Context: an optimization exercise on an open-source flow, tuned for small area and a short achievable clock period. The choices shown serve that exercise and are no tape-out recipe. The RTL was checked by simulation tests, not by an equivalence proof against the original design. The flow treats the clock pin as an ideal source, which a real chip does not have. Power is estimated from default activity; no workload was simulated.

<file path="flow/config.mk">
export PLATFORM = sky130hd
export DESIGN_NAME = gp_regs_mp
export DESIGN_NICKNAME = gp_regs_mp
export VERILOG_FILES = /design/flow/design.v
export SDC_FILE = /design/flow/constraint.sdc
export NUM_CORES = 4
export LEC_CHECK = 0
export CAP_MARGIN = 10
export CELL_PAD_IN_SITES_DETAIL_PLACEMENT = 1
export CELL_PAD_IN_SITES_GLOBAL_PLACEMENT = 1
export CORE_MARGIN = 2
export CORE_UTILIZATION = 35
export PLACE_DENSITY = 0.5
export SETUP_SLACK_MARGIN = 1.8
export SLEW_MARGIN = 10
export SYNTH_HIERARCHICAL = 1
</file>
<file path="flow/design.v">
package gp_regs_pkg;
  localparam int DEF_DATA_W = 32;
  localparam int DEF_IDX_W  = 4;
  localparam int DEF_LANE_W = 16;
endpackage
import gp_regs_pkg::*;
module gp_regs_wmerge (
  input  logic sel1,
  input  logic d1,
  input  logic sel0,
  input  logic d0,
  input  logic hold,
  input  logic q,
  output logic y
);
  assign y = (sel1 & d1) | (sel0 & d0) | (hold & q);
endmodule
module gp_regs_aoi222 (
  input  logic [2:0] s,
  input  logic [2:0] v,
  output logic       yn
);
  assign yn = ~|(s & v);
endmodule
module gp_regs_rdbit
#(
  parameter int N = 19
) (
  input  logic [N-1:0] sel,
  input  logic [N-1:0] val,
  output logic         y
);
  localparam int G = N / 3;
  localparam int R = N - 3*G;
  logic [G-1:0] yn;
  for (genvar g = 0; g < G; g++) begin : g_aoi
    gp_regs_aoi222 u_aoi (.s(sel[3*g +: 3]), .v(val[3*g +: 3]), .yn(yn[g]));
  end
  if (R > 0) begin : g_rest
    assign y = ~&yn | |(sel[N-1 -: R] & val[N-1 -: R]);
  end else begin : g_norest
    assign y = ~&yn;
  end
endmodule
module gp_regs_rdsel
#(
  parameter int NREG = 16
) (
  input  logic [NREG-1:0] rsel,
  input  logic [NREG-1:0] vld,
  input  logic [NREG-1:0] hold,
  input  logic            wm1,
  input  logic            ln1,
  input  logic            wm0,
  input  logic            ln0,
  input  logic            en,
  output logic [NREG+2:0] tsel
);
  logic byp1;
  assign byp1 = wm1 & ln1;
  assign tsel[NREG-1:0] = rsel & vld & hold;
  assign tsel[NREG]     = byp1;
  assign tsel[NREG+1]   = wm0 & ln0 & ~byp1;
  assign tsel[NREG+2]   = ~en;
endmodule
import gp_regs_pkg::*;
module gp_regs_mp
#(
  parameter int DATA_W  = DEF_DATA_W,
  parameter int REG_NUM = 16,
  parameter int IDX_W   = DEF_IDX_W,
  parameter int NUM_RD  = 2,
  parameter int NUM_WR  = 2,
  parameter int LANE_W  = DEF_LANE_W,
  parameter int ZERO_R0 = 0,
  localparam int NL     = DATA_W / LANE_W
) (
  input  logic                     clk,
  input  logic                     rst_n,
  input  logic [NUM_WR-1:0]        wr_en_i,
  input  logic [NUM_WR*IDX_W-1:0]  wr_idx_i,
  input  logic [NUM_WR*DATA_W-1:0] wr_data_i,
  input  logic [NUM_WR*NL-1:0]     wr_lane_i,
  input  logic [NUM_WR-1:0]        wr_rel_i,
  input  logic [NUM_RD-1:0]        rd_en_i,
  input  logic [NUM_RD*IDX_W-1:0]  rd_idx_i,
  output logic [NUM_RD*DATA_W-1:0] rd_data_o,
  output logic [NUM_RD-1:0]        rd_busy_o,
  input  logic                     rsv_en_i,
  input  logic [IDX_W-1:0]         rsv_idx_i,
  output logic [REG_NUM-1:0]       busy_o
);
  logic [DATA_W-1:0]    regs    [REG_NUM];
  logic [DATA_W-1:0]    nxt     [REG_NUM];
  logic [REG_NUM-1:0]   vld;
  logic [NL-1:0]        hit     [NUM_WR][REG_NUM];
  logic [REG_NUM-1:0]   busy_nxt;
  always_comb begin
    for (int p = 0; p < NUM_WR; p++)
      for (int r = 0; r < REG_NUM; r++)
        for (int l = 0; l < NL; l++)
          hit[p][r][l] = wr_en_i[p] && (wr_idx_i[p*IDX_W +: IDX_W] == IDX_W'(r))
                         && wr_lane_i[p*NL + l];
  end
  for (genvar r = 0; r < REG_NUM; r++) begin : g_reg
    for (genvar l = 0; l < NL; l++) begin : g_lane
      logic sel1, sel0, hold;
      assign sel1 = hit[1][r][l];
      assign sel0 = hit[0][r][l] & ~hit[1][r][l];
      assign hold = ~(hit[0][r][l] | hit[1][r][l]) & vld[r];
      for (genvar b = l*LANE_W; b < (l+1)*LANE_W; b++) begin : g_bit
        gp_regs_wmerge u_wm (
          .sel1(sel1), .d1(wr_data_i[1*DATA_W + b]),
          .sel0(sel0), .d0(wr_data_i[0*DATA_W + b]),
          .hold(hold), .q (regs[r][b]),
          .y   (nxt[r][b])
        );
      end
    end
  end
  logic [REG_NUM-1:0] relhit;
  always_comb begin
    for (int r = 0; r < REG_NUM; r++) begin
      relhit[r] = 1'b0;
      for (int p = 0; p < NUM_WR; p++)
        if (wr_en_i[p] && wr_rel_i[p] && wr_idx_i[p*IDX_W +: IDX_W] == IDX_W'(r))
          relhit[r] = 1'b1;
    end
  end
  always_comb begin
    for (int r = 0; r < REG_NUM; r++) begin
      busy_nxt[r] = busy_o[r];
      for (int p = 0; p < NUM_WR; p++)
        if (wr_en_i[p] && wr_rel_i[p] && wr_idx_i[p*IDX_W +: IDX_W] == IDX_W'(r))
          busy_nxt[r] = 1'b0;
      if (rsv_en_i && rsv_idx_i == IDX_W'(r)) busy_nxt[r] = 1'b1;
    end
  end
  localparam int NT = REG_NUM + NUM_WR + 1;
  logic [DATA_W-1:0] rd_nxt [NUM_RD];
  logic [NUM_RD-1:0] rb_nxt;
  for (genvar q = 0; q < NUM_RD; q++) begin : g_rd
    logic [IDX_W-1:0]   ridx;
    logic [REG_NUM-1:0] rsel;
    logic [NUM_WR-1:0]  wmatch;
    assign ridx = rd_idx_i[q*IDX_W +: IDX_W];
    for (genvar r = 0; r < REG_NUM; r++) begin : g_sel
      assign rsel[r] = rd_en_i[q] && ridx == IDX_W'(r);
    end
    for (genvar p = 0; p < NUM_WR; p++) begin : g_match
      assign wmatch[p] = rd_en_i[q] && wr_en_i[p] && wr_idx_i[p*IDX_W +: IDX_W] == ridx;
    end
    logic [REG_NUM+1:0] bsel, bval;
    for (genvar r = 0; r < REG_NUM; r++) begin : g_bsel
      assign bsel[r] = rsel[r] & ~relhit[r];
      assign bval[r] = busy_o[r];
    end
    assign bsel[REG_NUM]   = rd_en_i[q] && rsv_en_i && rsv_idx_i == ridx;
    assign bval[REG_NUM]   = 1'b1;
    assign bsel[REG_NUM+1] = ~rd_en_i[q];
    assign bval[REG_NUM+1] = rd_busy_o[q];
    gp_regs_rdbit #(.N(REG_NUM+2)) u_rbusy (.sel(bsel), .val(bval), .y(rb_nxt[q]));
    for (genvar l = 0; l < NL; l++) begin : g_lane
      logic [REG_NUM-1:0] vld_l, hold_l;
      for (genvar r = 0; r < REG_NUM; r++) begin : g_vh
        assign vld_l[r]  = vld[r];
        assign hold_l[r] = ~(hit[0][r][l] | hit[1][r][l]);
      end
      for (genvar h = 0; h < 2; h++) begin : g_half
        logic [NT-1:0] tsel;
        gp_regs_rdsel #(.NREG(REG_NUM)) u_sel (
          .rsel(rsel), .vld(vld_l), .hold(hold_l),
          .wm1(wmatch[1]), .ln1(wr_lane_i[1*NL + l]),
          .wm0(wmatch[0]), .ln0(wr_lane_i[0*NL + l]),
          .en(rd_en_i[q]), .tsel(tsel)
        );
        for (genvar b = l*LANE_W + h*LANE_W/2; b < l*LANE_W + (h+1)*LANE_W/2; b++) begin : g_bit
          logic [NT-1:0] tval;
          for (genvar r = 0; r < REG_NUM; r++) begin : g_tval
            assign tval[r] = regs[r][b];
          end
          assign tval[REG_NUM]   = wr_data_i[1*DATA_W + b];
          assign tval[REG_NUM+1] = wr_data_i[0*DATA_W + b];
          assign tval[REG_NUM+2] = rd_data_o[q*DATA_W + b];
          gp_regs_rdbit #(.N(NT)) u_rb (.sel(tsel), .val(tval), .y(rd_nxt[q][b]));
        end
      end
    end
  end
  always_ff @(posedge clk) begin
    for (int r = 0; r < REG_NUM; r++) regs[r] <= nxt[r];
  end
  always_ff @(posedge clk or negedge rst_n) begin
    if (!rst_n) begin
      vld       <= '0;
      busy_o    <= '0;
      rd_data_o <= '0;
      rd_busy_o <= '0;
    end else begin
      for (int r = 0; r < REG_NUM; r++)
        for (int l = 0; l < NL; l++)
          if (hit[0][r][l] | hit[1][r][l]) vld[r] <= 1'b1;
      busy_o <= busy_nxt;
      for (int q = 0; q < NUM_RD; q++) begin
        rd_data_o[q*DATA_W +: DATA_W] <= rd_nxt[q];
        rd_busy_o[q]                  <= rb_nxt[q];
      end
    end
  end
endmodule
</file>
<file path="flow/flow/run.sh">
#!/bin/bash
# Standard ORFS layout with smaller port buffers, a clock tree of clkbuf_8
# without dummy loads, and free cell-footprint choice in timing repair.
set -euo pipefail
export BUFFER_PORTS_ARGS="-buffer_cell sky130_fd_sc_hd__buf_2"
export CTS_ARGS="-sink_clustering_enable -repair_clock_nets -dont_use_dummy_load -buf_list {sky130_fd_sc_hd__clkbuf_8}"
bash standard.sh MATCH_CELL_FOOTPRINT=0 finish > standard.log 2>&1
</file>
<file path="flow/constraint.sdc">
create_clock -name core_clock -period 4.0 [get_ports {clk}]
set_input_delay 0.8000 -clock core_clock [delete_from_list [all_inputs] [get_ports {clk}]]
set_output_delay 0.8000 -clock core_clock [all_outputs]
set_load 0.01 [all_outputs]
</file>
<file path="flow/standard.sh">
#!/bin/bash
# synth_recipe.tcl (not shown) runs the flow's synth.tcl, then flattens the netlist and writes it again
# the make line also repeats each setting of config.mk as NAME=value (left out here)
make -C /OpenROAD-flow-scripts/flow DESIGN_CONFIG=/design/flow/config.mk WORK_HOME=/design/flow/orfs CLKGATE_MAP_FILE= SYNTH_SCRIPT=/design/flow/synth_recipe.tcl "${@:-finish}"
</file>
==> impl_metrics.py, run 1 <==
metrics = {
    "run_status": {
        "outcome": "complete, no violations",
    },
    "logic_synthesis": {
        "synth_edf_count": 0,
        "synth_area_um2": 28820,
        "synth.most_common_cell": "a222oi_1",
        "synthTopCellsByCount": "909 x a222oi_1, 543 x inv_1, 512 x dfxtp_1",
        "yosys_warnings": 13,
        "synth.top_cell.area_share_pct": 35.56,
        "synth_area_per_cell_um2": 9.959,
        "synth_area_leaders": "dfxtp_1 36%, a222oi_1 32%, dfrtp_1 8.5%",
        "synth-seq-cells": 610,
        "async_flop_share_pct": 16.07,
        "synth_cells": 2894,
        "ys.flop_type": "dfxtp_1",
        "ys_seq_area_share_pct": 44.07,
        "yosysTopAreaCell": "dfxtp_1",
        "ys_types": 42,
    },
    "sta": {
        "slew_violations": 0,
        "finalSetupTns_ns": 0,
        "max_slew_margin_pct": 18.99,
        "holdWs_ns": 0.1832,
        "worstMarginPinSlew_ns": 1.214,
        "timing.final.crit_share_pct": 57.87,
        "grt_setup_unrepaired": "yes",
        "clock_skew_ns": 0.09487,
        "finalHoldViolations": 0,
        "setup_viol": 0,
        "period_minus_slack_ns": 2.315,
        "fmax_mhz": 432.0,
    },
    "power": {
        "pwr-share-clk_pct": 30.1,
        "seqPwrFrac_pct": 50.9,
        "p_sw_mw": 5.563,
        "power_frac_comb_pct": 19.0,
        "ir_drop_uv": 266.0,
        "switching_share_pct": 33.63,
        "power.internal_mw": 10.98,
        "power.density_nw_per_um2": 468.4,
        "leakage_nw": 16.12,
    },
    "clock_tree": {
        "clk_pin_slew_ns": 0.06,
        "cts_tree": "yes",
        "h-tree-depth": 3,
        "cts_hold_buf": 0,
        "clock-sinks": 610,
        "root_buffer": "clkbuf_8",
        "insertion_delay_ns": 0.78,
        "cts_buffers": 112,
        "clockBufferDepth": 3,
    },
    "placed_design": {
        "gp_congestion": 0.9857,
        "dp.cells": 4184,
        "io_buffers": 178,
        "dp_hpwl_um": 119600,
    },
    "finish": {
        "final_cells": 4371,
        "area_growth_pct": 22.53,
        "finalNetCount": 3399,
        "drive_above_1_share_pct": 24.18,
    },
    "worst_setup_path": {
        "end_kind": "register",
        "crit_required_ns": 4.61,
        "cp-start-kind": "input pin",
        "crit_arrival_ns": 2.93,
        "crit_fanout": 8,
        "crit_type": "in2reg",
    },
    "detailed_routing": {
        "ant_nets": 0,
        "post_drt_wl_per_cell_um": 39.35,
        "initialDrtViolationCount": 7737,
        "vias": 33600,
        "routed_wl_um": 172000,
        "vias_per_cell": 7.686,
        "remaining_drc_errors": 0,
        "first_pass_iters": 12,
    },
    "global_route": {
        "grt_max_degree": 66,
        "antenna_found_initial": 9,
        "grt_pass1_vias": 32910,
        "grt_usage_pct": 38.60,
        "grt_first_pass_wirelength_um": 240800,
        "grt_overflow": 0,
    },
    "die": {
        "core_um2": 81850,
        "die_area_um2": 84650,
        "die_h_um": 291.0,
        "initial_core_util_pct": 35.21,
        "io_pins": 179,
        "rows": 105,
        "fp.dieW_um": 291.0,
    },
    "min_path": {
        "hold_path.class": "in2async",
    },
    "run": {
        "max_cap_viol_count": 0,
    },
}
## cells by family (layout without fill, tap and decap cells)
group	Yosys count	count (layout)	synth area share [%]
AOI/OAI and AO/OA	969	969	32.87
xor gates and xnor gates	15	15	0.4559
buffers and inverters	628	1033	8.800
DFF	610	610	44.07
other	1	3	0.01301
and+or+nand+nor	671	671	13.78
## metal layers
layer / vias to the layer above / GRT usage (%) / part of all wire, %
li1: 13330 / - / -
met1: 17080 / 51.13 / 39
met2: 2692 / 58.02 / 43
met3: 489 / 11.67 / 14
met4: 10 / 16.57 / 4.4
met5: - / 0 / 0.052
## Yosys stat by module (local to each module, per instance), excerpt
module	copies in the design	cell area [µm²]	flops+latches	cells
gp_regs_aoi222	396	10.01	0	1
gp_regs_mp	1	15540	610	1110
gp_regs_wmerge	512	13.76	0	2
## worst max-delay path, cell delays in order
cell      delay, ns
buf_12         0.11
nand3b_1       0.30
buf_4          0.23
nor2_4         0.13
a21oi_2        0.10
and3_4         0.26
a222oi_1       0.53
and4_1         0.35
nand4_1        0.10
## sequential cells by signal, summed over array words and instances, names as in the netlist
signal and flops:
busy_o 16, rd_busy_o 2, rd_data_o 64, regs 512, vld 16
## cell usage in the layout (no fill, tap or decap), types with 5 or more instances in the layout
| cell type | count |
|---|---|
| and3_4 | 87 |
| nor2_2 | 29 |
| nor2_4 | 51 |
| dfxtp_1 | 512 |
| and3_2 | 22 |
| nand2_4 | 5 |
| a21oi_2 | 11 |
| buf_2 | 155 |
| xnor2_1 | 5 |
| and3b_4 | 8 |
| nand4b_1 | 8 |
| clkbuf_8 | 112 |
| nand2b_1 | 8 |
| nand3_2 | 7 |
| inv_1 | 542 |
| or4_1 | 16 |
| buf_6 | 27 |
| xor2_1 | 9 |
| nor2b_4 | 8 |
| a21oi_1 | 6 |
| nand3_1 | 37 |
| and2_4 | 8 |
| dfrtp_2 | 5 |
| and3_1 | 20 |
| and3b_2 | 26 |
| buf_4 | 177 |
| and4_1 | 65 |
| a222oi_1 | 909 |
| nor4_1 | 14 |
| o22ai_1 | 25 |
| nand4_1 | 68 |
| nor3_1 | 40 |
| dfrtp_1 | 93 |
| nand2_1 | 74 |
| nor2_1 | 28 |
| buf_12 | 7 |
## stage by stage
step | util, % | setup WS [ns] | area (µm²) | power (mW)
after floorplan | - | 1.365 | 29570 | 9.851
after global placement | 39.31 | 0.4094 | 32170 | 11.20
after detailed placement | 39.33 | 0.4113 | 32190 | 11.39
after CTS | 42.19 | 1.716 | 34530 | 16.42
after global routing | 43.15 | 1.717 | 35310 | 17.21
final | 43.15 | 1.685 | 35310 | 16.54
## cell type report
cell class                      count  area (µm²)
Antenna cell                        1       2.502
Clock buffer                      112        1541
Fill cell                        9072       46530
Inverter                          546        2049
Multi-Input combinational cell   1657       14970
Sequential cell                   610       12710
Tap cell                         1070        1339
Timing Repair Buffer              375        2701
## repair_timing
| action | in CTS | in global routing |
|---|---|---|
| gates resized for setup | 167 | 138 |
| cloned | 0 | 2 |
| setup buffers | 41 | 31 |
| pin swaps | 80 | 94 |
| setup endpoints to repair | 463 | 321 |
## power groups by stage
stage | registers, mW | clock network [mW] | logic [mW]
after global routing | 8.53 | 5.33 | 3.35
after floorplan | 8.04 | 0 | 1.81
after detailed placement | 8.48 | 0 | 2.91
after global placement | 8.41 | 0 | 2.79
final | 8.43 | 4.97 | 3.14
after CTS | 8.36 | 5.07 | 2.99
## path summary, 6_finish.rpt
check / slack, ns / cells after the start / endpoint / from
max in group asynchronous: 2.78 / 2 / busy_o[15] / rst_n
max: 1.69 / 9 / rd_data_o[1] / wr_idx_i[0]
min: 0.18 / 1 / rd_data_o[28] / rst_n
min in group core_clock: 0.43 / 2 / busy_o[2] / rsv_idx_i[3]
max reg2reg: 1.88 / 4 / rd_data_o[1] / vld[13]
min reg2reg: 0.50 / 2 / rd_data_o[57] / rd_data_o[57]
==> inputs of run 2 (changes only) <==
--- a/flow/config.mk
+++ b/flow/config.mk
@@ -9,6 +9,5 @@
 export CELL_PAD_IN_SITES_DETAIL_PLACEMENT = 1
-export CELL_PAD_IN_SITES_GLOBAL_PLACEMENT = 1
 export CORE_MARGIN = 2
-export CORE_UTILIZATION = 35
-export PLACE_DENSITY = 0.5
+export CORE_UTILIZATION = 45
+export PLACE_DENSITY = 0.6
 export SETUP_SLACK_MARGIN = 1.8
==> impl_metrics.py, run 2 <==
metrics = {
    "global_route": {
        "antenna_found_initial": 8,
        "grt_first_pass_wirelength_um": 230100,
        "grt_max_degree": 57,
        "grt_overflow": 0,
        "grt_usage_pct": 46.67,
        "grt_pass1_vias": 33340,
    },
    "finish": {
        "drive_above_1_share_pct": 24.03,
        "finalNetCount": 3407,
        "nFillCells": 6960,
        "area_growth_pct": 21.63,
        "layout_common_cells": "909 x a222oi_1, 542 x inv_1, 512 x dfxtp_1, 189 x buf_4, 153 x buf_2",
        "final_cells": 4161,
        "final_cell_area_um2": 35050,
        "reg_top3": "regs: 512 flops, rd_data_o: 64 flops",
        "utilization_pct": 55.47,
        "largest_register": "regs",
        "layout.cells.most_common": "a222oi_1",
        "largest_reg_flops": 512,
    },
    "clock_tree": {
        "cts_tree": "yes",
        "clk_pin_slew_ns": 0.06,
        "insertion_delay_ns": 0.75,
        "h-tree-depth": 3,
        "root_buffer": "clkbuf_8",
        "cts_buffers": 104,
        "clock-sinks": 610,
        "cts_hold_buf": 0,
        "clockBufferDepth": 3,
    },
    "worst_setup_path": {
        "crit_type": "in2reg",
        "end_kind": "register",
        "critPathBufInv": 3,
        "cp-start-kind": "input pin",
        "cpPeakStageDelay_ns": 0.68,
        "crit_family": "simple AND/OR/NAND/NOR gates",
        "crit_fanout": 6,
        "cp.depth": 10,
        "r2r_cells": 5,
        "crit_arrival_ns": 3.01,
        "crit_required_ns": 4.51,
        "path_cells": "buf_12 > nand4b_1 > buf_6 > nor2_4 > a21oi_4 > and3_4 > a222oi_1 > buf_4 > and4_4 > nand4_1",
        "slowest_stage": "a222oi_1",
    },
    "logic_synthesis": {
        "synthTopCellsByCount": "909 x a222oi_1, 543 x inv_1, 512 x dfxtp_1",
        "synth_area_um2": 28820,
        "synth-seq-cells": 610,
        "ys.flop_type": "dfxtp_1",
        "yosysTopAreaCell": "dfxtp_1",
        "yosys_warnings": 13,
        "synth.top_cell.area_share_pct": 35.56,
        "ys_types": 42,
        "ys_seq_area_share_pct": 44.07,
        "synth_area_per_cell_um2": 9.959,
        "synth_area_leaders": "dfxtp_1 36%, a222oi_1 32%, dfrtp_1 8.5%",
        "synth_cells": 2894,
        "synth_edf_count": 0,
        "synth.most_common_cell": "a222oi_1",
        "async_flop_share_pct": 16.07,
    },
    "detailed_routing": {
        "initialDrtViolationCount": 10250,
        "vias_per_cell": 8.280,
        "routed_wl_um": 163100,
        "vias": 34450,
        "first_pass_iters": 15,
        "remaining_drc_errors": 0,
        "post_drt_wl_per_cell_um": 39.20,
        "ant_nets": 0,
    },
    "sta": {
        "finalSetupTns_ns": 0,
        "timing.final.crit_share_pct": 62.30,
        "max_slew_margin_pct": 28.86,
        "setup_viol": 0,
        "slew_violations": 0,
        "grt_setup_unrepaired": "yes",
        "clock_skew_ns": 0.07765,
        "period_minus_slack_ns": 2.492,
        "finalHoldViolations": 0,
        "worstMarginPinSlew_ns": 1.066,
        "fmax_mhz": 401.3,
    },
    "run_status": {
        "outcome": "complete, no violations",
    },
    "die": {
        "fp.dieW_um": 257.1,
        "initial_core_util_pct": 45.60,
        "io_pins": 179,
        "core_um2": 63200,
        "rows": 92,
        "die_area_um2": 66090,
        "die_h_um": 257.1,
    },
    "placed_design": {
        "io_buffers": 178,
        "dp.cells": 3952,
        "placed_area_um2": 31850,
        "dp_hpwl_um": 109800,
        "gp_congestion": 1.058,
    },
    "power": {
        "ir_drop_uv": 307.9,
        "leakage_nw": 16.20,
        "power.density_nw_per_um2": 464.3,
    },
    "run": {
        "max_cap_viol_count": 0,
    },
    "min_path": {
        "hold_path.class": "in2async",
    },
}
-- run 2: cell count changes in the layout (fill, tap and decap cells not counted), sizes merged --
cell,previous run,this run
clkbuf,116,109
buf,371,386
diode,1,7
-- run 2: final cells by class --
cell class	instances	area, µm²	share of cell area [%]
antenna	7	17.52	0.04997
clock buffer	104	1431	4.083
inverter	546	2049	5.847
multi-input combinational	1657	14950	42.64
sequential	610	12700	36.24
tap	846	1059	3.020
timing repair buffer	391	2845	8.117
-- run 2: final timing paths --
path / startpoint / end / slack, ns
max in group asynchronous: rst_n / rd_data_o[10] / 2.99
setup / recovery: wr_idx_i[6] / rd_data_o[9] / 1.51
min in group core_clock: rd_data_o[19] / rd_data_o[19] / 0.51
hold / removal: rst_n / rd_data_o[60] / 0.09
hold reg to reg: rd_data_o[19] / rd_data_o[19] / 0.51
setup reg to reg: vld[10] / rd_data_o[9] / 1.59
-- run 2: cells by family after synthesis --
kind of cell              after synthesis  share of synthesized area (%)
AOI/OAI and AO/OA                     969                          32.87
xor gates and xnor gates               15                         0.4559
buffers and inverters                 628                          8.800
DFF                                   610                          44.07
other                                   1                        0.01301
and+or+nand+nor                       671                          13.78
-- run 2: through the flow --
stage               setup slack (ns)  power, mW  hold WS [ns]
CTS                            1.735      15.98       0.09699
global route                   1.535      16.77        0.1286
floorplan                      1.365      9.851        0.4698
detailed placement            0.3735      11.33        0.4939
global placement              0.4311      11.09        0.4820
finish                         1.508      16.28       0.09498
-- run 2: per-module statistics from Yosys, one instance, submodules excluded, a selection --
module | times used | cells | area (µm²)
gp_regs_mp | 1 | 1110 | 15540
gp_regs_aoi222 | 396 | 1 | 10.01
gp_regs_wmerge | 512 | 2 | 13.76
-- run 2: repair_timing --
action | CTS | global route
gates resized for setup | 177 | 137
buffers inserted | 51 | 45
gates cloned | 1 | 1
pin swaps | 81 | 148
endpoints found under the hold margin | 0 | 0
endpoints found under the setup margin | 478 | 215
-- run 2: layer usage --
| metal | vias up | share of wire [%] | GRT usage, % |
|---|---|---|---|
| li1 | 13350 | - | - |
| met1 | 16970 | 36 | 60.24 |
| met2 | 3401 | 41 | 67.06 |
| met3 | 723 | 17 | 18.25 |
| met4 | 8 | 6.1 | 24.26 |
| met5 | - | 0.14 | 0.7310 |
-- run 2: where the power goes --
group          internal [mW]  leakage (nW)  total (mW)  switching [mW]
Clock                   2.27         0.748        4.69            2.41
Combinational           1.29          10.0        3.13            1.84
Sequential              7.24          5.42        8.46            1.22
==> inputs of run 3 (changes only) <==
==> flow/flow/run.sh (replaced) <==
#!/bin/bash
# Standard ORFS layout with smaller port buffers, a clock tree of clkbuf_8
# without dummy loads, free cell-footprint choice in timing repair, and an
# extra gate-sizing pass after CTS (flow/post_cts.tcl).
set -euo pipefail
export BUFFER_PORTS_ARGS="-buffer_cell sky130_fd_sc_hd__buf_2"
export CTS_ARGS="-sink_clustering_enable -repair_clock_nets -dont_use_dummy_load -buf_list {sky130_fd_sc_hd__clkbuf_8}"
export POST_CTS_TCL="$(pwd)/flow/post_cts.tcl"
bash standard.sh MATCH_CELL_FOOTPRINT=0 finish > standard.log 2>&1
==> flow/flow/post_cts.tcl (new file) <==
log_cmd estimate_parasitics -placement
log_cmd repair_timing -setup -setup_margin 2.0 -sequence "sizeup,swap" -verbose
log_cmd detailed_placement
log_cmd estimate_parasitics -placement
--- a/flow/config.mk
+++ b/flow/config.mk
@@ -9,5 +9,6 @@
 export CELL_PAD_IN_SITES_DETAIL_PLACEMENT = 1
+export CELL_PAD_IN_SITES_GLOBAL_PLACEMENT = 1
 export CORE_MARGIN = 2
-export CORE_UTILIZATION = 45
-export PLACE_DENSITY = 0.6
+export CORE_UTILIZATION = 35
+export PLACE_DENSITY = 0.5
 export SETUP_SLACK_MARGIN = 1.8
==> impl_metrics.py, run 3 <==
metrics = {
    "sta": {
        "setup_ws_ns": 1.725,
        "timing.final.crit_share_pct": 56.88,
        "finalSetupTns_ns": 0,
        "setup_viol": 0,
        "worstMarginPinSlew_ns": 1.231,
        "clock_skew_ns": 0.08607,
        "finalHoldViolations": 0,
        "grt_setup_unrepaired": "yes",
        "slew_violations": 0,
        "holdWs_ns": 0.1849,
        "max_slew_margin_pct": 17.87,
        "period_minus_slack_ns": 2.275,
        "fmax_mhz": 439.6,
    },
    "detailed_routing": {
        "post_drt_wl_per_cell_um": 39.44,
        "first_pass_iters": 14,
        "ant_nets": 0,
        "remaining_drc_errors": 0,
        "routed_wl_um": 171700,
        "vias": 33510,
        "vias_per_cell": 7.696,
        "drt-met1-wl_um": 68070,
        "wl_met2_um": 73780,
        "dr.max_layer_used": "met5",
        "initialDrtViolationCount": 7827,
        "dr_wl_met3_um": 22350,
    },
    "die": {
        "die_area_um2": 84650,
        "initial_core_util_pct": 35.21,
        "io_pins": 179,
        "die_h_um": 291.0,
        "fp.dieW_um": 291.0,
        "core_um2": 81850,
        "rows": 105,
    },
    "logic_synthesis": {
        "ys_types": 42,
        "synth_area_um2": 28820,
        "ys_seq_area_share_pct": 44.07,
        "synth.top_cell.area_share_pct": 35.56,
        "synth-compound-area-share_pct": 32.87,
        "synth-seq-cells": 610,
        "synthTopCellsByCount": "909 x a222oi_1, 543 x inv_1, 512 x dfxtp_1",
        "async_flop_share_pct": 16.07,
        "ys.flop_type": "dfxtp_1",
        "synthMuxAreaShare_pct": 0,
        "yosys.area_share.simple_pct": 13.78,
        "synth_xor_area_share_pct": 0.4558,
        "yosysTopAreaCell": "dfxtp_1",
        "synth_edf_count": 0,
        "synth.most_common_cell": "a222oi_1",
        "synth_area_leaders": "dfxtp_1 36%, a222oi_1 32%, dfrtp_1 8.5%",
        "synth_cells": 2894,
        "synth_area_per_cell_um2": 9.959,
        "yosys_warnings": 13,
        "synth_top_family_by_area": "compound AO/OA/AOI/OAI gates",
        "synth_adder_area_share_pct": 0,
    },
    "worst_setup_path": {
        "crit_required_ns": 4.54,
        "cp-start-kind": "input pin",
        "crit_fanout": 8,
        "crit_arrival_ns": 2.81,
        "ff2ff_setup_slack_ns": 1.86,
        "crit_type": "in2reg",
        "end_kind": "register",
    },
    "finish": {
        "finalNetCount": 3379,
        "final_cell_area_um2": 35320,
        "drive_above_1_share_pct": 23.81,
        "reg_top3": "regs: 512 flops, rd_data_o: 64 flops",
        "largest_register": "regs",
        "area_growth_pct": 22.57,
        "layout_common_cells": "909 x a222oi_1, 543 x inv_1, 512 x dfxtp_1, 156 x buf_4, 142 x buf_2",
        "largest_reg_flops": 512,
        "layout.cells.most_common": "a222oi_1",
    },
    "clock_tree": {
        "clock-sinks": 610,
        "insertion_delay_ns": 0.78,
        "clk_pin_slew_ns": 0.06,
        "cts_tree": "yes",
    },
    "run_status": {
        "outcome": "complete, no violations",
    },
    "power": {
        "ir_drop_uv": 266.3,
        "leakage_nw": 16.07,
        "power.density_nw_per_um2": 469.6,
        "power_mw": 16.59,
    },
    "placed_design": {
        "dp_hpwl_um": 119600,
        "placed_area_um2": 32190,
        "gp_congestion": 0.9857,
        "io_buffers": 178,
        "pre_cts_slack_ns": 0.4113,
    },
    "global_route": {
        "antenna_found_initial": 7,
        "grt_first_pass_wirelength_um": 242000,
        "grt_usage_pct": 38.80,
        "grt_max_degree": 66,
        "grt_overflow": 0,
        "grt_pass1_vias": 32990,
    },
    "run": {
        "max_cap_viol_count": 0,
    },
    "min_path": {
        "hold_path.class": "in2async",
    },
}
-- run 3: cell counts after synthesis --
Identical to the previous run, type by type.
-- run 3: critical path, cell delays in order --
cell and delay, ns:
buf_12 0.11, nand3b_1 0.33, nor2_4 0.25, buf_6 0.12, a21oi_4 0.08, and3_4 0.26
a222oi_1 0.44, and4_1 0.29, nand4_1 0.12
-- run 3: path summary, 6_finish.rpt --
kind | startpoint | end | cells past startpoint
worst min register to register | rd_data_o[57] | rd_data_o[57] | 2
worst min-delay path | rst_n | rd_data_o[63] | 1
min in group core_clock | rsv_idx_i[3] | busy_o[2] | 2
max in group asynchronous | rst_n | busy_o[15] | 2
worst max-delay path | wr_idx_i[0] | rd_data_o[16] | 9
worst max register to register | vld[9] | rd_data_o[41] | 5
-- run 3: cell families (layout without fill, tap and decap cells) --
group                     count (synthesis)  after routing
AOI/OAI and AO/OA                       969            969
xor gates and xnor gates                 15             15
buffers and inverters                   628           1013
DFF                                     610            610
other                                     1              6
and+or+nand+nor                         671            671
-- run 3: routing by layer --
metal | track usage, % | up-vias
met5 | 0 | -
met4 | 16.87 | 4
met3 | 11.21 | 492
met2 | 58.56 | 2643
met1 | 51.44 | 17080
li1 | - | 13290
-- run 3: layout make-up --
class,instances,area (µm²)
Tap cell,1070,1339
Timing Repair Buffer,355,2619
Clock buffer,112,1541
Antenna cell,4,10.01
Multi-Input combinational cell,1657,15060
Sequential cell,610,12710
Fill cell,9048,46520
Inverter,546,2049
-- run 3: per-module statistics from Yosys (local to each module, per instance), a selection --
module	flops+latches	cells inside	area (µm²)
gp_regs_aoi222	0	1	10.01
gp_regs_mp	610	1110	15540
gp_regs_wmerge	0	2	13.76
-- run 3: report_power, final --
part	switching [mW]	leakage, nW	internal, mW
Clock	2.55	0.805	2.44
Combinational	1.85	9.86	1.32
Sequential	1.18	5.41	7.25
Total	5.58	16.1	11.0
-- run 3: per-stage QoR --
stage	util [%]	std cells
detailed placement	39.33	4184
floorplan	-	2895
global placement	39.31	4183
finish	43.16	4354
global route	43.15	4352
==> inputs of run 4 (changes only) <==
--- a/flow/config.mk
+++ b/flow/config.mk
@@ -13,3 +13,3 @@
 export PLACE_DENSITY = 0.5
-export SETUP_SLACK_MARGIN = 1.8
+export SETUP_SLACK_MARGIN = 1.6
 export SLEW_MARGIN = 10
==> impl_metrics.py, run 4 <==
metrics = {
    "power": {
        "power.density_nw_per_um2": 474.1,
        "leakage_nw": 15.96,
        "ir_drop_uv": 324.2,
        "p_sw_mw": 5.566,
        "seqPwrFrac_pct": 50.7,
        "switching_share_pct": 33.47,
        "power_frac_comb_pct": 18.8,
        "pwr-share-clk_pct": 30.5,
        "power.internal_mw": 11.06,
    },
    "clock_tree": {
        "cts_tree": "yes",
        "clk_pin_slew_ns": 0.06,
        "insertion_delay_ns": 0.79,
        "clock-sinks": 610,
    },
    "global_route": {
        "grt_first_pass_wirelength_um": 242000,
        "grt_max_degree": 59,
        "grt_overflow": 0,
        "antenna_found_initial": 5,
        "grt_pass1_vias": 33040,
        "grt_usage_pct": 38.78,
    },
    "logic_synthesis": {
        "synth_area_leaders": "dfxtp_1 36%, a222oi_1 32%, dfrtp_1 8.5%",
        "synth.most_common_cell": "a222oi_1",
        "synth_cells": 2894,
        "synth_edf_count": 0,
        "ys_types": 42,
        "synth_area_um2": 28820,
        "synth_area_per_cell_um2": 9.959,
        "yosysTopAreaCell": "dfxtp_1",
        "async_flop_share_pct": 16.07,
        "synthTopCellsByCount": "909 x a222oi_1, 543 x inv_1, 512 x dfxtp_1",
        "synth-seq-cells": 610,
        "yosys_warnings": 13,
        "synth.top_cell.area_share_pct": 35.56,
        "ys.flop_type": "dfxtp_1",
        "ys_seq_area_share_pct": 44.07,
    },
    "sta": {
        "finalSetupTns_ns": 0,
        "fmax_mhz": 427.3,
        "grt_setup_unrepaired": "no",
        "holdWs_ns": 0.05338,
        "slew_violations": 0,
        "setup_viol": 0,
        "max_slew_margin_pct": 29.81,
        "timing.final.crit_share_pct": 58.51,
        "clock_skew_ns": 0.1221,
        "period_minus_slack_ns": 2.340,
        "worstMarginPinSlew_ns": 1.049,
        "finalHoldViolations": 0,
    },
    "finish": {
        "finalNetCount": 3359,
        "layout.cells.most_common": "a222oi_1",
        "area_growth_pct": 21.71,
        "multi_input_area_um2": 14910,
        "layout_common_cells": "909 x a222oi_1, 543 x inv_1, 512 x dfxtp_1, 138 x buf_4, 135 x buf_2",
        "ff_latch_area_um2": 12710,
        "drive_above_1_share_pct": 22.94,
        "reg_top3": "regs: 512 flops, rd_data_o: 64 flops",
        "utilization_pct": 42.86,
        "nFillCells": 9133,
        "largest_register": "regs",
        "largest_reg_flops": 512,
    },
    "detailed_routing": {
        "post_drt_wl_per_cell_um": 39.77,
        "vias": 33320,
        "drt-met1-wl_um": 67540,
        "first_pass_iters": 15,
        "dr.max_layer_used": "met5",
        "remaining_drc_errors": 0,
        "vias_per_cell": 7.691,
        "routed_wl_um": 172300,
        "initialDrtViolationCount": 8625,
        "dr_wl_met3_um": 23640,
        "ant_nets": 0,
        "wl_met2_um": 73490,
    },
    "worst_setup_path": {
        "crit_family": "simple AND/OR/NAND/NOR gates",
        "end_kind": "register",
        "crit_arrival_ns": 2.96,
        "critPathBufInv": 2,
        "cp-start-kind": "input pin",
        "slowest_stage": "a222oi_1",
        "crit_type": "in2reg",
        "crit_required_ns": 4.62,
        "cpPeakStageDelay_ns": 0.53,
        "path_cells": "buf_12 > xnor2_2 > nand3_1 > nor4_1 > buf_4 > and2_4 > nor2_4 > a222oi_1 > and4_1 > nand4_1",
        "crit_fanout": 10,
        "ff2ff_setup_slack_ns": 1.81,
    },
    "die": {
        "rows": 105,
        "io_pins": 179,
        "fp.dieW_um": 291.0,
        "initial_core_util_pct": 35.21,
        "core_um2": 81850,
        "die_h_um": 291.0,
        "die_area_um2": 84650,
    },
    "min_path": {
        "hold_path.class": "in2async",
    },
    "placed_design": {
        "gp_congestion": 0.9631,
        "io_buffers": 178,
        "dp_hpwl_um": 120000,
    },
    "run_status": {
        "outcome": "complete, no violations",
    },
    "run": {
        "max_cap_viol_count": 0,
    },
}
run 4: final cells by class:
type / count / area share, %
sequential: 610 / 36.24
timing repair buffer: 331 / 7.023
multi-input combinational: 1657 / 42.51
inverter: 546 / 5.843
antenna: 3 / 0.02140
tap: 1070 / 3.817
clock buffer: 116 / 4.551
run 4: modules after synthesis, one instance, submodules excluded, excerpt:
module / copies in the design / cells inside
gp_regs_aoi222: 396 / 1
gp_regs_mp: 1 / 1110
gp_regs_wmerge: 512 / 2
run 4: final timing paths:
kind,start,end,cells past startpoint
setup / recovery,wr_idx_i[5],rd_data_o[34],10
hold / removal,rst_n,rd_data_o[25],1
setup reg to reg,vld[11],rd_data_o[22],4
hold reg to reg,rd_data_o[60],rd_data_o[60],2
max in group asynchronous,rst_n,rd_data_o[47],2
min in group core_clock,rd_data_o[60],rd_data_o[60],2
run 4: cell families after synthesis:
logic type             after synthesis  share of synthesized area [%]
AO/OA/AOI/OAI                      969                          32.87
XOR/XNOR                            15                         0.4559
buffers and inverters              628                          8.800
flip-flops                         610                          44.07
other                                1                        0.01301
AND/OR/NAND/NOR                    671                          13.78
run 4: metal layers:
layer  global-route usage, %  up-vias
met1                   51.70    16900
met3                   11.17      471
met5                       0        -
li1                        -    13240
met2                   58.60     2708
met4                   15.99        6
run 4: power groups by stage:
stage	combinational (mW)	clock [mW]	sequential, mW
floorplan	1.79	0	8.04
finish	3.13	5.06	8.44
global route	3.34	5.40	8.53
detailed placement	2.91	0	8.47
global placement	2.79	0	8.40
run 4: through the flow:
step	area, µm²	setup WS (ns)	cells	power, mW
2_1_floorplan	29450	1.363	2895	9.828
3_3_place_gp	32120	0.3454	4185	11.18
3_5_place_dp	32140	0.3560	4186	11.37
5_1_grt	35070	1.606	4332	17.27
6_report	35080	1.660	4333	16.63
run 4: worst register-to-register path: stages (launching register included):
cell and delay, ns:
dfrtp_1 0.62, and3_4 0.35, a222oi_1 0.58, and4_1 0.33, nand4_1 0.10
==> inputs of run 5 (changes only) <==
--- a/flow/config.mk
+++ b/flow/config.mk
@@ -13,3 +13,3 @@
 export PLACE_DENSITY = 0.5
-export SETUP_SLACK_MARGIN = 1.6
+export SETUP_SLACK_MARGIN = 1.7
 export SLEW_MARGIN = 10
==> impl_metrics.py, run 5 <==
metrics = {
    "power": {
        "switching_share_pct": 33.80,
        "power_mw": 16.63,
        "seqPwrFrac_pct": 51.1,
        "p_sw_mw": 5.620,
        "power.density_nw_per_um2": 468.0,
        "pwr-share-clk_pct": 29.8,
        "ir_drop_uv": 245.0,
        "power.internal_mw": 11.01,
        "power_frac_comb_pct": 19.1,
        "leakage_nw": 16.13,
    },
    "sta": {
        "clock_skew_ns": 0.07200,
        "finalSetupTns_ns": 0,
        "finalHoldViolations": 0,
        "max_slew_margin_pct": 34.56,
        "setup_viol": 0,
        "grt_setup_unrepaired": "yes",
        "worstMarginPinSlew_ns": 0.9816,
        "slew_violations": 0,
        "timing.final.crit_share_pct": 61.81,
        "fmax_mhz": 404.4,
        "period_minus_slack_ns": 2.473,
    },
    "detailed_routing": {
        "routed_wl_um": 174600,
        "ant_nets": 0,
        "vias": 33760,
        "vias_per_cell": 7.724,
        "post_drt_wl_per_cell_um": 39.95,
        "remaining_drc_errors": 0,
        "first_pass_iters": 14,
        "initialDrtViolationCount": 8914,
    },
    "finish": {
        "largest_reg_flops": 512,
        "final_cells": 4371,
        "final_cell_area_um2": 35530,
        "drive_above_1_share_pct": 24.51,
        "reg_top3": "regs: 512 flops, rd_data_o: 64 flops",
        "largest_register": "regs",
        "layout_common_cells": "909 x a222oi_1, 543 x inv_1, 512 x dfxtp_1, 160 x buf_4, 143 x buf_2",
        "layout.cells.most_common": "a222oi_1",
        "finalNetCount": 3395,
        "area_growth_pct": 23.29,
    },
    "die": {
        "rows": 105,
        "initial_core_util_pct": 35.21,
        "die_area_um2": 84650,
        "fp.dieW_um": 291.0,
        "die_h_um": 291.0,
        "core_um2": 81850,
        "io_pins": 179,
    },
    "logic_synthesis": {
        "synthTopCellsByCount": "909 x a222oi_1, 543 x inv_1, 512 x dfxtp_1",
        "async_flop_share_pct": 16.07,
        "synth-seq-cells": 610,
        "ys_seq_area_share_pct": 44.07,
        "synth_area_per_cell_um2": 9.959,
        "synth_edf_count": 0,
        "synth_cells": 2894,
        "yosys_warnings": 13,
        "synth.most_common_cell": "a222oi_1",
        "ys.flop_type": "dfxtp_1",
        "synth_area_leaders": "dfxtp_1 36%, a222oi_1 32%, dfrtp_1 8.5%",
        "synth_area_um2": 28820,
        "ys_types": 42,
        "synth.top_cell.area_share_pct": 35.56,
        "yosysTopAreaCell": "dfxtp_1",
    },
    "global_route": {
        "antenna_found_initial": 10,
        "grt_usage_pct": 39.32,
        "grt_max_degree": 55,
        "grt_first_pass_wirelength_um": 243500,
        "grt_overflow": 0,
        "grt_pass1_vias": 32570,
    },
    "worst_setup_path": {
        "r2r_cells": 5,
        "crit_path_frequent_cell": "buf_4",
        "regToRegStartpoint": "vld[9]",
        "crit_type": "in2reg",
        "crit_arrival_ns": 2.99,
        "reg2reg_to": "rd_data_o[10]",
        "cpPeakStageDelay_ns": 0.74,
        "slowest_stage": "a222oi_1",
        "cp-start-kind": "input pin",
        "end_kind": "register",
        "crit_fanout": 8,
        "ff2ff_setup_slack_ns": 1.81,
        "crit_required_ns": 4.52,
        "path_cells": "buf_8 > buf_4 > nand3b_1 > buf_4 > nor2_4 > a21oi_1 > and3_4 > a222oi_1 > nand4_1",
    },
    "clock_tree": {
        "cts_tree": "yes",
        "clock-sinks": 610,
        "insertion_delay_ns": 0.76,
        "clk_pin_slew_ns": 0.06,
    },
    "placed_design": {
        "gp_congestion": 0.9685,
        "placed_area_um2": 32130,
        "dp_hpwl_um": 120000,
        "io_buffers": 178,
        "dp.cells": 4184,
    },
    "run_status": {
        "outcome": "complete, no violations",
    },
    "min_path": {
        "hold_path.class": "in2async",
    },
    "run": {
        "max_cap_viol_count": 0,
    },
}
-- run 5: worst max-delay path by stage --
stage / depth (start not counted) / slack (ns) / from / end
6_report: 9 / 1.53 / wr_idx_i[1] / rd_data_o[42]
5_1_grt: 10 / 1.52 / wr_idx_i[1] / rd_data_o[54]
3_5_place_dp: 8 / 0.25 / wr_en_i[1] / rd_data_o[54]
3_3_place_gp: 8 / 0.33 / wr_en_i[1] / rd_data_o[54]
2_1_floorplan: 8 / 1.36 / wr_en_i[1] / rd_data_o[16]
-- run 5: per-stage QoR --
stage | setup WS (ns) | utilization [%] | hold slack [ns]
finish | 1.527 | 43.41 | 0.1225
global route | 1.524 | 43.41 | 0.1565
detailed placement | 0.2542 | 39.26 | 0.4951
global placement | 0.3340 | 39.26 | 0.4818
floorplan | 1.365 | - | 0.4698
-- run 5: cell type report --
| class | count | area [µm²] |
|---|---|---|
| fillers | 9110 | 46320 |
| multi-input cells | 1657 | 15110 |
| flip-flops and latches | 610 | 12720 |
| diodes | 5 | 12.51 |
| well taps | 1070 | 1339 |
| inverters | 546 | 2049 |
| repair buffers | 371 | 2760 |
| clock buffers | 112 | 1541 |
-- run 5: power groups by stage --
stage | Sequential (mW) | Clock, mW | Combinational, mW
global placement | 8.46 | 0 | 2.81
finish | 8.49 | 4.96 | 3.18
floorplan | 8.04 | 0 | 1.80
detailed placement | 8.51 | 0 | 2.92
global route | 8.58 | 5.31 | 3.39
-- run 5: cells by family after synthesis --
logic type,share of synthesized area (%)
other cells,0.01301
buf+inv,8.800
compound gates,32.87
xor+xnor,0.4559
flops,44.07
simple gates,13.78
-- run 5: routing by layer --
layer / up-vias / share of wire, % / track usage, %
li1: 13310 / - / -
met1: 17100 / 40 / 53.66
met3: 500 / 14 / 11.23
met2: 2841 / 42 / 57.53
met4: 8 / 4.5 / 17.26
met5: - / 0.026 / 0
-- run 5: modules after synthesis (local to each module, per instance), excerpt --
| module | copies in the design | cells inside | flops+latches | area, µm² |
|---|---|---|---|---|
| gp_regs_aoi222 | 396 | 1 | 0 | 10.01 |
| gp_regs_mp | 1 | 1110 | 610 | 15540 |
| gp_regs_wmerge | 512 | 2 | 0 | 13.76 |
-- run 5: worst max-delay path: cells and delay by family --
kind	cells	cell delay [ns]
AO/OA/AOI/OAI	2	0.94
AND/OR/NAND/NOR	4	0.82
buffers and inverters	3	0.42
==> inputs of run 6 (changes only) <==
==> flow/flow/post_cts.tcl (replaced) <==
log_cmd estimate_parasitics -placement
log_cmd repair_timing -setup -setup_margin 2.2 -sequence "sizeup,swap" -verbose
log_cmd detailed_placement
log_cmd estimate_parasitics -placement
--- a/flow/config.mk
+++ b/flow/config.mk
@@ -13,3 +13,3 @@
 export PLACE_DENSITY = 0.5
-export SETUP_SLACK_MARGIN = 1.7
+export SETUP_SLACK_MARGIN = 2.0
 export SLEW_MARGIN = 10
==> impl_metrics.py, run 6 <==
metrics = {
    "global_route": {
        "grt_overflow": 0,
        "grt_pass1_vias": 33690,
        "grt_first_pass_wirelength_um": 248300,
        "grt_max_degree": 51,
        "antenna_found_initial": 5,
        "grt_usage_pct": 40.07,
    },
    "worst_setup_path": {
        "ff2ff_setup_slack_ns": 1.68,
        "regToRegStartpoint": "vld[9]",
        "slowest_stage": "a222oi_1",
        "crit_fanout": 6,
        "crit_type": "in2reg",
        "end_kind": "register",
        "reg2reg_to": "rd_data_o[6]",
        "r2r_cells": 5,
        "cp-start-kind": "input pin",
        "crit_arrival_ns": 2.98,
        "crit_required_ns": 4.63,
        "cpPeakStageDelay_ns": 0.64,
        "critPathBufInv": 2,
        "path_cells": "buf_12 > nand3b_1 > nor2_4 > a21oi_4 > and3_4 > buf_6 > a222oi_1 > and4_1 > nand4_1",
        "crit_family": "simple AND/OR/NAND/NOR gates",
    },
    "finish": {
        "drive_above_1_share_pct": 28.16,
        "layout_common_cells": "909 x a222oi_1, 543 x inv_1, 512 x dfxtp_1, 219 x buf_4, 133 x buf_2",
        "layout.cells.most_common": "a222oi_1",
        "multi_input_area_um2": 15440,
        "finalNetCount": 3497,
        "reg_top3": "regs: 512 flops, rd_data_o: 64 flops",
        "ff_latch_area_um2": 12720,
        "largest_reg_flops": 512,
        "largest_register": "regs",
        "nFillCells": 9075,
        "area_growth_pct": 28.75,
    },
    "detailed_routing": {
        "vias": 34190,
        "first_pass_iters": 13,
        "ant_nets": 0,
        "initialDrtViolationCount": 8662,
        "vias_per_cell": 7.649,
        "routed_wl_um": 178800,
        "post_drt_wl_per_cell_um": 39.99,
        "remaining_drc_errors": 0,
    },
    "logic_synthesis": {
        "synth_edf_count": 0,
        "synth_area_leaders": "dfxtp_1 36%, a222oi_1 32%, dfrtp_1 8.5%",
        "synth_area_um2": 28820,
        "synth-seq-cells": 610,
        "async_flop_share_pct": 16.07,
        "synth.top_cell.area_share_pct": 35.56,
        "synth_area_per_cell_um2": 9.959,
        "synth.most_common_cell": "a222oi_1",
        "yosysTopAreaCell": "dfxtp_1",
        "yosys_warnings": 13,
        "ys.flop_type": "dfxtp_1",
        "ys_seq_area_share_pct": 44.07,
        "ys_types": 42,
        "synthTopCellsByCount": "909 x a222oi_1, 543 x inv_1, 512 x dfxtp_1",
        "synth_cells": 2894,
    },
    "sta": {
        "slew_violations": 0,
        "fmax_mhz": 425.2,
        "clock_skew_ns": 0.08054,
        "grt_setup_unrepaired": "yes",
        "setup_viol": 0,
        "setup_ws_ns": 1.648,
        "period_minus_slack_ns": 2.352,
        "worstMarginPinSlew_ns": 0.9203,
        "timing.final.crit_share_pct": 58.80,
        "max_slew_margin_pct": 38.65,
        "finalSetupTns_ns": 0,
        "finalHoldViolations": 0,
    },
    "clock_tree": {
        "cts_tree": "yes",
        "clk_pin_slew_ns": 0.06,
        "insertion_delay_ns": 0.77,
        "clock-sinks": 610,
    },
    "power": {
        "power.density_nw_per_um2": 458.1,
        "seqPwrFrac_pct": 49.9,
        "switching_share_pct": 33.75,
        "ir_drop_uv": 263.9,
        "power.internal_mw": 11.26,
        "pwr-share-clk_pct": 29.4,
        "p_sw_mw": 5.737,
        "power_frac_comb_pct": 20.7,
        "leakage_nw": 16.90,
    },
    "placed_design": {
        "io_buffers": 178,
        "gp_congestion": 0.9785,
        "pre_cts_slack_ns": 0.3565,
        "dp_hpwl_um": 121200,
    },
    "die": {
        "die_h_um": 291.0,
        "fp.dieW_um": 291.0,
        "core_um2": 81850,
        "io_pins": 179,
        "initial_core_util_pct": 35.21,
        "rows": 105,
        "die_area_um2": 84650,
    },
    "min_path": {
        "hold_path.class": "in2async",
    },
    "run": {
        "max_cap_viol_count": 0,
    },
    "run_status": {
        "outcome": "complete, no violations",
    },
}
[run 6: layer usage]
| metal | routed length, µm | track usage (%) | vias to the layer above | share of wire (%) |
|---|---|---|---|---|
| met5 | 24 | 0 | - | 0.013 |
| met4 | 9178 | 19.82 | 4 | 5.1 |
| met2 | 76360 | 59.76 | 2711 | 43 |
| met3 | 22630 | 10.80 | 526 | 13 |
| met1 | 70570 | 53.31 | 17430 | 39 |
| li1 | - | - | 13530 | - |
[run 6: cell families after synthesis]
kind of cell              Yosys count  share of synthesized area [%]
buffers and inverters             628                          8.800
DFF                               610                          44.07
AOI/OAI and AO/OA                 969                          32.87
other                               1                        0.01301
and+or+nand+nor                   671                          13.78
xor gates and xnor gates           15                         0.4559
[run 6: per-stage QoR]
stage / cell area (µm²) / util [%] / hold WS [ns] / std cells / power (mW)
2_1_floorplan: 29600 / - / 0.4698 / 2895 / 9.857
3_3_place_gp: 32170 / 39.31 / 0.4824 / 4181 / 11.27
3_5_place_dp: 32180 / 39.31 / 0.4914 / 4181 / 11.46
5_1_grt: 37110 / 45.34 / 0.1447 / 4470 / 17.61
6_report: 37110 / 45.34 / 0.1225 / 4470 / 17.00
[run 6: Yosys stat by module, one instance, submodules excluded, excerpt]
module / copies in the design / area, µm² / cells inside
gp_regs_aoi222: 396 / 10.01 / 1
gp_regs_wmerge: 512 / 13.76 / 2
gp_regs_mp: 1 / 15540 / 1110
[run 6: worst max path at each step]
stage	start	depth (start not counted)	slack (ns)	endpoint
detailed placement	wr_idx_i[5]	7	0.36	regs[0][7]
finish	wr_idx_i[1]	9	1.65	rd_data_o[6]
floorplan	wr_en_i[1]	8	1.36	rd_data_o[16]
global placement	wr_idx_i[5]	7	0.41	regs[0][1]
global route	wr_idx_i[0]	9	1.67	rd_data_o[30]
[run 6: cell type report]
cell class | instances | area share [%]
diodes | 2 | 0.01349
clock buffers | 113 | 4.191
inverters | 546 | 5.523
multi-input cells | 1658 | 41.61
flip-flops and latches | 610 | 34.28
well taps | 1070 | 3.608
repair buffers | 471 | 10.77
[run 6: power by group through the flow]
stage	clock network [mW]	registers, mW	logic, mW
2_1_floorplan	0	8.04	1.82
3_3_place_gp	0	8.46	2.82
3_5_place_dp	0	8.52	2.94
5_1_grt	5.31	8.55	3.74
6_report	5.00	8.48	3.52
[run 6: worst reg2reg max path: cells and delay by family (launching register included)]
family	cells	cell delay [ns]
AO/OA/AOI/OAI	1	0.64
buffers and inverters	1	0.13
flip-flops	1	0.64
AND/OR/NAND/NOR	3	0.80
==> inputs of run 7 (changes only) <==
==> flow/flow/post_cts.tcl (replaced) <==
log_cmd estimate_parasitics -placement
log_cmd repair_timing -setup -setup_margin 2.0 -sequence "sizeup,swap" -verbose
log_cmd detailed_placement
log_cmd estimate_parasitics -placement
--- a/flow/config.mk
+++ b/flow/config.mk
@@ -11,5 +11,5 @@
 export CORE_MARGIN = 2
-export CORE_UTILIZATION = 35
-export PLACE_DENSITY = 0.5
-export SETUP_SLACK_MARGIN = 2.0
+export CORE_UTILIZATION = 40
+export PLACE_DENSITY = 0.55
+export SETUP_SLACK_MARGIN = 1.8
 export SLEW_MARGIN = 10
==> impl_metrics.py, run 7 <==
metrics = {
    "logic_synthesis": {
        "synth_area_um2": 28820,
        "synth.top_cell.area_share_pct": 35.56,
        "ys_types": 42,
        "synth_area_per_cell_um2": 9.959,
        "synth-seq-cells": 610,
        "synth_area_leaders": "dfxtp_1 36%, a222oi_1 32%, dfrtp_1 8.5%",
        "yosys_warnings": 13,
        "ys.flop_type": "dfxtp_1",
        "async_flop_share_pct": 16.07,
        "synthTopCellsByCount": "909 x a222oi_1, 543 x inv_1, 512 x dfxtp_1",
        "synth_cells": 2894,
        "synth_edf_count": 0,
        "synth.most_common_cell": "a222oi_1",
        "yosysTopAreaCell": "dfxtp_1",
        "ys_seq_area_share_pct": 44.07,
    },
    "worst_setup_path": {
        "crit_arrival_ns": 2.98,
        "end_kind": "register",
        "regToRegStartpoint": "vld[11]",
        "crit_fanout": 14,
        "crit_required_ns": 4.60,
        "cp-start-kind": "input pin",
        "cp-startpoint": "wr_en_i[0]",
        "crit_type": "in2reg",
    },
    "sta": {
        "finalSetupTns_ns": 0,
        "period_minus_slack_ns": 2.387,
        "timing.final.crit_share_pct": 59.68,
        "fmax_mhz": 418.9,
        "grt_setup_unrepaired": "yes",
        "slew_violations": 0,
        "setup_viol": 0,
        "finalHoldViolations": 0,
        "worstMarginPinSlew_ns": 0.9408,
        "max_slew_margin_pct": 37.21,
        "clock_skew_ns": 0.07766,
    },
    "detailed_routing": {
        "routed_wl_um": 167100,
        "post_drt_wl_per_cell_um": 39.54,
        "initialDrtViolationCount": 9871,
        "first_pass_iters": 14,
        "vias": 33940,
        "vias_per_cell": 8.034,
        "remaining_drc_errors": 0,
        "ant_nets": 0,
    },
    "global_route": {
        "grt_usage_pct": 43.20,
        "grt_pass1_vias": 32870,
        "grt_first_pass_wirelength_um": 236200,
        "grt_overflow": 0,
        "grt_max_degree": 41,
        "antenna_found_initial": 9,
    },
    "placed_design": {
        "io_buffers": 178,
        "gp_congestion": 1.003,
        "dp_hpwl_um": 115600,
        "placed_area_um2": 31980,
    },
    "finish": {
        "final_cell_area_um2": 35060,
        "reg_top3": "regs: 512 flops, rd_data_o: 64 flops",
        "drive_above_1_share_pct": 24.18,
        "largest_register": "regs",
        "finalNetCount": 3370,
        "layout_common_cells": "909 x a222oi_1, 543 x inv_1, 512 x dfxtp_1, 156 x buf_4, 126 x buf_2",
        "largest_reg_flops": 512,
        "layout.cells.most_common": "a222oi_1",
        "area_growth_pct": 21.67,
    },
    "die": {
        "fp.dieW_um": 272.4,
        "die_area_um2": 74210,
        "die_h_um": 272.4,
        "rows": 98,
        "io_pins": 179,
        "core_um2": 71360,
        "initial_core_util_pct": 40.39,
    },
    "min_path": {
        "hold_path.class": "in2async",
    },
    "run": {
        "max_cap_viol_count": 0,
    },
    "power": {
        "ir_drop_uv": 306.0,
        "power.density_nw_per_um2": 468.6,
        "leakage_nw": 15.95,
    },
    "clock_tree": {
        "clk_pin_slew_ns": 0.06,
        "clock-sinks": 610,
        "insertion_delay_ns": 0.76,
        "cts_tree": "yes",
    },
    "run_status": {
        "outcome": "complete, no violations",
    },
}
==> run 7: cell counts after synthesis <==
No cell type changed its count.
==> run 7: worst paths after layout <==
| path | slack [ns] | end | cells after the start |
|---|---|---|---|
| max in group asynchronous | 2.86 | rd_data_o[13] | 2 |
| hold reg to reg | 0.50 | rd_data_o[25] | 2 |
| hold / removal | 0.1 | rd_data_o[31] | 1 |
| min in group core_clock | 0.50 | rd_data_o[25] | 2 |
| setup / recovery | 1.61 | rd_data_o[2] | 10 |
| setup reg to reg | 1.79 | rd_data_o[2] | 5 |
==> run 7: modules after synthesis (local to each module, per instance), a selection <==
module / cells inside / copies in the design / flip-flops and latches
gp_regs_aoi222: 1 / 396 / 0
gp_regs_wmerge: 2 / 512 / 0
gp_regs_mp: 1110 / 1 / 610
==> run 7: layout make-up <==
cell class	instances	area [µm²]
tap	950	1189
multi-input combinational	1660	14990
fill	7949	36300
antenna	4	10.01
sequential	610	12730
inverter	546	2049
timing repair buffer	347	2611
clock buffer	108	1486
==> run 7: routing by layer <==
metal / up-vias / GRT usage, % / share of wire, % / wire length (µm)
met4: 8 / 22.09 / 5.8 / 9615
met2: 3136 / 62.33 / 41 / 69040
met1: 16910 / 57.19 / 38 / 62780
met5: - / 0.3851 / 0.032 / 54
li1: 13280 / - / - / -
met3: 605 / 14.51 / 15 / 25570
==> run 7: through the flow <==
| stage | hold slack, ns | util [%] | setup WS [ns] | power [mW] | std cells |
|---|---|---|---|---|---|
| global route | 0.1028 | 49.13 | 1.607 | 17.03 | 4223 |
| global placement | 0.4828 | 44.81 | 0.4693 | 11.15 | 4057 |
| detailed placement | 0.4839 | 44.81 | 0.4320 | 11.34 | 4057 |
| finish | 0.09818 | 49.14 | 1.613 | 16.43 | 4225 |
| floorplan | 0.4698 | - | 1.365 | 9.851 | 2895 |
==> run 7: report_power, final <==
part / internal (mW) / total [mW] / switching (mW) / leakage [nW]
clock network: 2.36 / 4.82 / 2.47 / 0.777
logic: 1.33 / 3.16 / 1.83 / 9.78
registers: 7.25 / 8.45 / 1.20 / 5.39
==> run 7: cells by family after synthesis <==
family                 share of synthesized area [%]
AO/OA/AOI/OAI                                  32.87
flip-flops                                     44.07
XOR/XNOR                                      0.4559
AND/OR/NAND/NOR                                13.78
other                                        0.01301
buffers and inverters                          8.800
==> run 7: worst max-delay path, cell delays in order <==
cell and delay (ns):
buf_12 0.12, nand3_1 0.16, buf_4 0.22, nor2_4 0.15, a21oi_2 0.13, and3_4 0.26
buf_12 0.14, a222oi_1 0.60, and4_1 0.29, nand4_1 0.10
==> inputs of run 8 (changes only) <==
==> flow/flow/run.sh (replaced) <==
#!/bin/bash
# Standard ORFS layout with smaller port buffers, a clock tree of clkbuf_8
# with larger sink clusters
# without dummy loads, free cell-footprint choice in timing repair, and an
# extra gate-sizing pass after CTS (flow/post_cts.tcl).
set -euo pipefail
export BUFFER_PORTS_ARGS="-buffer_cell sky130_fd_sc_hd__buf_2"
export CTS_ARGS="-sink_clustering_enable -repair_clock_nets -dont_use_dummy_load -buf_list {sky130_fd_sc_hd__clkbuf_8} -sink_clustering_size 15 -sink_clustering_max_diameter 60"
export POST_CTS_TCL="$(pwd)/flow/post_cts.tcl"
bash standard.sh MATCH_CELL_FOOTPRINT=0 finish > standard.log 2>&1
--- a/flow/config.mk
+++ b/flow/config.mk
@@ -11,4 +11,4 @@
 export CORE_MARGIN = 2
-export CORE_UTILIZATION = 40
-export PLACE_DENSITY = 0.55
+export CORE_UTILIZATION = 35
+export PLACE_DENSITY = 0.5
 export SETUP_SLACK_MARGIN = 1.8
==> impl_metrics.py, run 8 <==
metrics = {
    "run_status": {
        "outcome": "complete, no violations",
    },
    "finish": {
        "multi_input_area_um2": 15150,
        "finalNetCount": 3352,
        "area_growth_pct": 21.60,
        "ff_latch_area_um2": 12710,
        "reg_top3": "regs: 512 flops, rd_data_o: 64 flops",
        "largest_reg_flops": 512,
        "drive_above_1_share_pct": 23.55,
        "largest_register": "regs",
        "layout_common_cells": "909 x a222oi_1, 542 x inv_1, 512 x dfxtp_1, 156 x buf_4, 142 x buf_2",
        "final_cell_area_um2": 35040,
        "layout.cells.most_common": "a222oi_1",
        "final_cells": 4326,
        "nFillCells": 9023,
    },
    "power": {
        "seqPwrFrac_pct": 54.6,
        "power.internal_mw": 10.09,
        "ir_drop_uv": 291.3,
        "power_frac_comb_pct": 20.5,
        "switching_share_pct": 34.58,
        "pwr-share-clk_pct": 24.9,
        "p_sw_mw": 5.333,
        "leakage_nw": 15.91,
        "power.density_nw_per_um2": 440.1,
    },
    "clock_tree": {
        "insertion_delay_ns": 0.71,
        "clk_pin_slew_ns": 0.09,
        "clock-sinks": 610,
        "cts_tree": "yes",
    },
    "worst_setup_path": {
        "crit_family": "simple AND/OR/NAND/NOR gates",
        "regToRegStartpoint": "vld[10]",
        "end_kind": "register",
        "reg2reg_to": "rd_data_o[41]",
        "ff2ff_setup_slack_ns": 1.82,
        "crit_required_ns": 4.55,
        "cp-start-kind": "input pin",
        "crit_fanout": 8,
        "r2r_cells": 5,
        "cpPeakStageDelay_ns": 0.43,
        "critPathBufInv": 3,
        "cp.depth": 10,
        "crit_arrival_ns": 2.90,
        "crit_type": "in2reg",
        "slowest_stage": "a222oi_1",
        "path_cells": "buf_12 > and3b_2 > buf_4 > buf_6 > nand3_4 > nor2b_4 > and3_4 > a222oi_1 > and4_1 > nand4_1",
    },
    "global_route": {
        "antenna_found_initial": 6,
        "grt_first_pass_wirelength_um": 240700,
        "grt_max_degree": 66,
        "grt_overflow": 0,
        "grt_pass1_vias": 32580,
        "grt_usage_pct": 38.53,
    },
    "logic_synthesis": {
        "async_flop_share_pct": 16.07,
        "synth_area_per_cell_um2": 9.959,
        "ys_seq_area_share_pct": 44.07,
        "synth.top_cell.area_share_pct": 35.56,
        "yosysTopAreaCell": "dfxtp_1",
        "synth.most_common_cell": "a222oi_1",
        "synth_edf_count": 0,
        "synthTopCellsByCount": "909 x a222oi_1, 543 x inv_1, 512 x dfxtp_1",
        "ys.flop_type": "dfxtp_1",
        "synth-seq-cells": 610,
        "ys_types": 42,
        "yosys_warnings": 13,
        "synth_cells": 2894,
        "synth_area_um2": 28820,
        "synth_area_leaders": "dfxtp_1 36%, a222oi_1 32%, dfrtp_1 8.5%",
    },
    "detailed_routing": {
        "post_drt_wl_per_cell_um": 39.57,
        "vias": 33250,
        "initialDrtViolationCount": 8392,
        "routed_wl_um": 171200,
        "first_pass_iters": 14,
        "vias_per_cell": 7.686,
        "ant_nets": 0,
        "remaining_drc_errors": 0,
    },
    "die": {
        "die_area_um2": 84650,
        "io_pins": 179,
        "fp.dieW_um": 291.0,
        "core_um2": 81850,
        "initial_core_util_pct": 35.21,
        "die_h_um": 291.0,
        "rows": 105,
    },
    "sta": {
        "finalHoldViolations": 0,
        "timing.final.crit_share_pct": 58.73,
        "holdWs_ns": 0.2019,
        "max_slew_margin_pct": 24.19,
        "fmax_mhz": 425.7,
        "finalSetupTns_ns": 0,
        "clock_skew_ns": 0.09247,
        "slew_violations": 0,
        "grt_setup_unrepaired": "yes",
        "setup_viol": 0,
        "worstMarginPinSlew_ns": 1.136,
        "period_minus_slack_ns": 2.349,
    },
    "placed_design": {
        "gp_congestion": 0.9857,
        "dp_hpwl_um": 119600,
        "placed_area_um2": 32190,
        "dp.cells": 4184,
        "io_buffers": 178,
    },
    "run": {
        "max_cap_viol_count": 0,
    },
    "min_path": {
        "hold_path.class": "in2async",
    },
}
## run 8: cell counts after synthesis
Identical to the previous run, type by type.
## run 8: power groups by stage
stage	clock network (mW)	logic (mW)	registers [mW]
3_5_place_dp	0	2.91	8.48
5_1_grt	4.12	3.37	8.53
2_1_floorplan	0	1.81	8.04
3_3_place_gp	0	2.79	8.41
6_report	3.84	3.16	8.42
## run 8: worst max path at each step
stage	slack, ns	to	start
floorplan	1.36	rd_data_o[16]	wr_en_i[1]
global placement	0.41	regs[0][3]	wr_idx_i[5]
detailed placement	0.41	rd_data_o[43]	wr_idx_i[0]
global route	1.67	rd_data_o[47]	wr_idx_i[2]
finish	1.65	rd_data_o[57]	wr_idx_i[0]
## run 8: layer usage
metal / vias to the layer above / routed length (µm) / GRT usage (%)
met1: 16820 / 67360 / 51.12
met5: - / 42 / 0
met2: 2737 / 73750 / 58.47
li1: 13240 / - / -
met3: 450 / 22640 / 11.09
met4: 6 / 7392 / 16.04
## run 8: Yosys stat by module, one instance, submodules excluded, a selection
| module | cells inside | area [µm²] |
|---|---|---|
| gp_regs_mp | 1110 | 15540 |
| gp_regs_aoi222 | 1 | 10.01 |
| gp_regs_wmerge | 2 | 13.76 |
## run 8: layout make-up
type                       count  share of cell area (%)
tap                         1070                   3.820
sequential                   610                   36.26
timing repair buffer         371                   8.108
inverter                     546                   5.848
clock buffer                  69                   2.710
multi-input combinational   1657                   43.23
antenna                        3                 0.02142
## run 8: worst register-to-register path, delay by kind of cell, from the launching register on
family | cells | cell delay, ns
flip-flops | 1 | 0.70
AO/OA/AOI/OAI | 1 | 0.42
AND/OR/NAND/NOR | 3 | 0.65
buffers and inverters | 1 | 0.20
## run 8: logic make-up (layout without fill, tap and decap cells)
| group | count (synthesis) | after routing | synth area share, % |
|---|---|---|---|
| AOI/OAI and AO/OA | 969 | 969 | 32.87 |
| and+or+nand+nor | 671 | 671 | 13.78 |
| DFF | 610 | 610 | 44.07 |
| other | 1 | 5 | 0.01301 |
| buffers and inverters | 628 | 986 | 8.800 |
| xor gates and xnor gates | 15 | 15 | 0.4559 |
## run 8: metrics by stage
stage	util, %	worst slack [ns]	power, mW
after global placement	39.31	0.4094	11.20
after global routing	42.81	1.669	16.03
after floorplan	-	1.365	9.851
after detailed placement	39.33	0.4113	11.39
final	42.82	1.651	15.42

Setup slack of run 8, layout unchanged: 1.651 ns with ideal ports, 1.628 ns with driving cells assumed (clock clkbuf_16, inputs buf_2), 0.893 ns with port delays also shifted by the 0.734 ns mid clock arrival.
